Background: an optimization exercise with open tools, aiming at small area, a short achievable clock period and few clock cycles. Do not read the settings as production practice.
Where RTL was checked, it was by simulation tests only, not by an equivalence proof against the original.

Design bankers_safety_check, start of the top module:
module bankers_safety_check (
  input  wire         clk_i,
  input  wire         rst_ni,
  input  wire         psel,
  input  wire         penable,
  input  wire         pwrite,
  input  wire  [2:0]  paddr,
  input  wire  [31:0] pwdata,
  output logic [31:0] prdata,
  output logic        pready,
  input  wire         s_axis_tvalid,
  output logic        s_axis_tready,
  input  wire  [15:0] s_axis_tdata,
  input  wire  [2:0]  s_axis_tuser,
  input  wire         s_axis_tlast,
  output logic        m_axis_tvalid,
  input  wire         m_axis_tready,
  output logic [7:0]  m_axis_tdata,
  output logic [0:0]  m_axis_tuser,
  output logic        m_axis_tlast
);
==> flow/config.mk <==
export PLATFORM = sky130hd
export DESIGN_NAME = bankers_safety_check
export DESIGN_NICKNAME = bankers_safety_check
export VERILOG_FILES = /design/flow/design.v
export SDC_FILE = /design/flow/constraint.sdc
export NUM_CORES = 4
export LEC_CHECK = 0
export CAP_MARGIN = 20
export CORE_MARGIN = 2
export CORE_UTILIZATION = 50
export PLACE_DENSITY = 0.65
export SETUP_SLACK_MARGIN = 3.8
export SLEW_MARGIN = 20
==> flow/constraint.sdc <==
create_clock -name core_clock -period 8.0 [get_ports {clk_i}]
set_input_delay 1.6000 -clock core_clock [delete_from_list [all_inputs] [get_ports {clk_i}]]
set_output_delay 1.6000 -clock core_clock [all_outputs]
set_load 0.01 [all_outputs]
run.sh (not shown) runs the stock make flow with config.mk's settings and CLKGATE_MAP_FILE= SYNTH_SCRIPT=/design/flow/synth_recipe.tcl, a recipe that flattens the netlist after the stock synthesis.
Testbench counts at the start, summed over its fixed seeds: cycles 10,997.
Then changed:
Settings changed: CORE_UTILIZATION 50 to 55, PLACE_DENSITY 0.65 to 0.68, SETUP_SLACK_MARGIN 3.8 to 4.1.
After rerunning: The changed run completed without violations; wire length climbs by a few percent; hold slack improved by 0.0031 ns; design area climbs by a few percent; synthesized area does not change; utilization climbs by 9.1 points; synthesized cell count stays the same.

* * *

Another version of the RTL of bankers_safety_check (not shown whole).
Size in the first run: ~2900 flip-flops, about 110 I/O pins.
Settings: LEC_CHECK=0, CAP_MARGIN=20, CORE_MARGIN=2, CORE_UTILIZATION=40, SLEW_MARGIN=20; clock period 8.0 ns.
The starting point passed the timing, design-rule and antenna checks.
==> next run, changes <==
Settings changed: SETUP_SLACK_MARGIN from default to 3.0.
=>
- clock skew is higher by 0.075 ns
- hold slack improves by 0.020 ns
- worst setup slack improves by 1.0 ns
- wire length is higher by a little under a tenth
- die area is unchanged
No functional check of the RTL was part of any run of this note.

* * *

Another version of the RTL of bankers_safety_check (not shown whole).
For scale: about 12000 cells after synthesis, about 110 I/O pins.
Settings: LEC_CHECK=0, CAP_MARGIN=20, CORE_MARGIN=2, CORE_UTILIZATION=50, PLACE_DENSITY=0.65, SETUP_SLACK_MARGIN=3.8, SLEW_MARGIN=20, SYNTH_HIERARCHICAL=1; clock period 8.0 ns.
Testbench counts at the start, summed over its fixed seeds: cycles 10,997.
Next try:
- SETUP_SLACK_MARGIN: 3.8 -> 3.6
After rerunning: The new run produced a clean layout. Clock-buffer cell count came out lower by 7. Synthesized area does not change. Hold slack gets better by 70 ps. Die area does not change. Setup slack gets worse by 190 ps. Routed wire length came out lower by about 2.5%. Final area came out lower by about 2.5%. Clock skew came out lower by 23 ps.

--- another note on this design; it stands on its own ---

==> inputs of build 32 <==
// bankers_safety_check
module bankers_safety_check (
  input  wire         clk_i,
  input  wire         rst_ni,
  input  wire         psel,
  input  wire         penable,
  input  wire         pwrite,
  input  wire  [2:0]  paddr,
  input  wire  [31:0] pwdata,
  output logic [31:0] prdata,
  output logic        pready,
  input  wire         s_axis_tvalid,
  output logic        s_axis_tready,
  input  wire  [15:0] s_axis_tdata,
  input  wire  [2:0]  s_axis_tuser,
  input  wire         s_axis_tlast,
  output logic        m_axis_tvalid,
  input  wire         m_axis_tready,
  output logic [7:0]  m_axis_tdata,
  output logic [0:0]  m_axis_tuser,
  output logic        m_axis_tlast
);
==> flow/config.mk <==
export PLATFORM = sky130hd
export DESIGN_NAME = bankers_safety_check
export DESIGN_NICKNAME = bankers_safety_check
export VERILOG_FILES = /design/flow/design.v
export SDC_FILE = /design/flow/constraint.sdc
export NUM_CORES = 4
export LEC_CHECK = 0
export CAP_MARGIN = 20
export CORE_MARGIN = 2
export CORE_UTILIZATION = 55
export PLACE_DENSITY = 0.68
export SETUP_SLACK_MARGIN = 3.6
export SLEW_MARGIN = 20
==> flow/constraint.sdc <==
create_clock -name core_clock -period 8.0 [get_ports {clk_i}]
set_input_delay 1.6000 -clock core_clock [delete_from_list [all_inputs] [get_ports {clk_i}]]
set_output_delay 1.6000 -clock core_clock [all_outputs]
set_load 0.01 [all_outputs]
run.sh (not shown) runs the stock make flow with config.mk's settings and CLKGATE_MAP_FILE= SYNTH_SCRIPT=/design/flow/synth_recipe.tcl, a recipe that flattens the netlist after the stock synthesis.
==> build 82: changes against build 32 <==
--- a/flow/design.v
+++ b/flow/design.v
@@ -475,11 +475,11 @@
     if (post_safe)       q_wp_d = wp_c1;
     else if (post_vd)    q_wp_d = wp_1;
     else                 q_wp_d = q_wp_q;
     q_rp_d  = q_pop ? q_rp_q + 1'b1 : q_rp_q;
     q_cnt_d = wp_c1 - q_rp_q;    
-    q_room_d = (QD - int'(q_cnt_d)) >= int'(np);
+    q_room_d = ({1'b0, q_cnt_d} + 7'(np)) <= 7'(QD);
   end
   always_ff @(posedge clk_i or negedge rst_ni) begin
     if (!rst_ni) rdy_q <= 1'b1;
     else rdy_q <= !ir_v_d || ir_free_d ||
                   (state_d == S_IDLE && (!ir_start_d || (q_room_d && !(ld_alloc || ld_max))));
--- a/flow/config.mk
+++ b/flow/config.mk
@@ -5,9 +5,8 @@
 export SDC_FILE = /design/flow/constraint.sdc
 export NUM_CORES = 4
 export LEC_CHECK = 0
 export CAP_MARGIN = 20
 export CORE_MARGIN = 2
-export CORE_UTILIZATION = 55
-export PLACE_DENSITY = 0.68
-export SETUP_SLACK_MARGIN = 3.6
+export CORE_UTILIZATION = 40
+export SETUP_SLACK_MARGIN = 3.0
 export SLEW_MARGIN = 20
==> run notes <==
- In build 32 the count of clock-buffer cells in the layout is lower than in build 82, by 6.
- Of build 32 and build 82, build 32 has the higher global-route usage (gap 14 points).
- Cell count: build 32 is lower than build 82 (about 4%).
- Between build 82 and build 32, the lower die area is in build 32 (gap about 36%, measured against build 32).
- Against build 32, the fmax of build 82 is lower by 10%.
- Final area: build 82 is lower than build 32 (about 4%).
- In build 82 the worst hold slack is higher than in build 32, by 13 ps.
- In build 82 the synthesized area is smaller than in build 32, by 0.91%.
- Of build 82 and build 32, build 32 has the higher register-to-register slack (gap 530 ps).
Testbench counts of build 82, summed over its fixed seeds: cycles 10,997.
Only the layout flow was run in build 32; the RTL was not checked for function there.

[afterwards: timing with drivers on the ports]
Ports are ideal in the flow. The routed layouts listed here were re-timed in OpenROAD. Step 1, drivers: a clkbuf_16 drives clk_i and a buf_2 each remaining input, both assumed. Step 2, shift: input delay + t, output delay - t, t = (earliest + latest rising clock arrival at the registers) / 2. This alone moves slack from input paths to output paths. Slacks: ideal / step 1 / step 2; pairs: ideal / step 1.
| run | shift t [ns] | setup WS [ns] | worst setup path after step 2 | latest minus earliest clock arrival (ns) | worst data-port slew with drivers (ns) |
|---|---|---|---|---|---|
| the first run of note 1 | 1.053 | 3.578 / 3.578 / 3.063 | input to register | 0.052 / 0.052 | 0.16 |
| the second run of note 1 | 1.031 | 3.676 / 3.676 / 3.275 | input to register | 0.082 / 0.082 | 0.05 |
| the first run of note 2 | 1.032 | 1.830 / 1.830 / 1.830 | register to register | 0.057 / 0.057 | 0.14 |
| the second run of note 2 | 1.079 | 2.837 / 2.837 / 2.238 | input to register | 0.143 / 0.143 | 0.07 |
| the first run of note 3 | 1.077 | 3.672 / 3.672 / 3.303 | input to register | 0.132 / 0.132 | 0.08 |
| the second run of note 3 | 1.081 | 3.481 / 3.481 / 3.130 | input to register | 0.113 / 0.113 | 0.11 |
| build 32 | 1.063 | 3.262 / 3.262 / 3.262 | register to register | 0.113 / 0.113 | 0.04 |
| build 82 | 1.053 | 2.727 / 2.727 / 2.727 | register to register | 0.082 / 0.082 | 0.14 |
After both steps setup and hold are still met in every run listed. The setup slack of the second run of note 2, which loses most, moves by 0.000 ns with the drivers and by -0.599 ns with both steps.
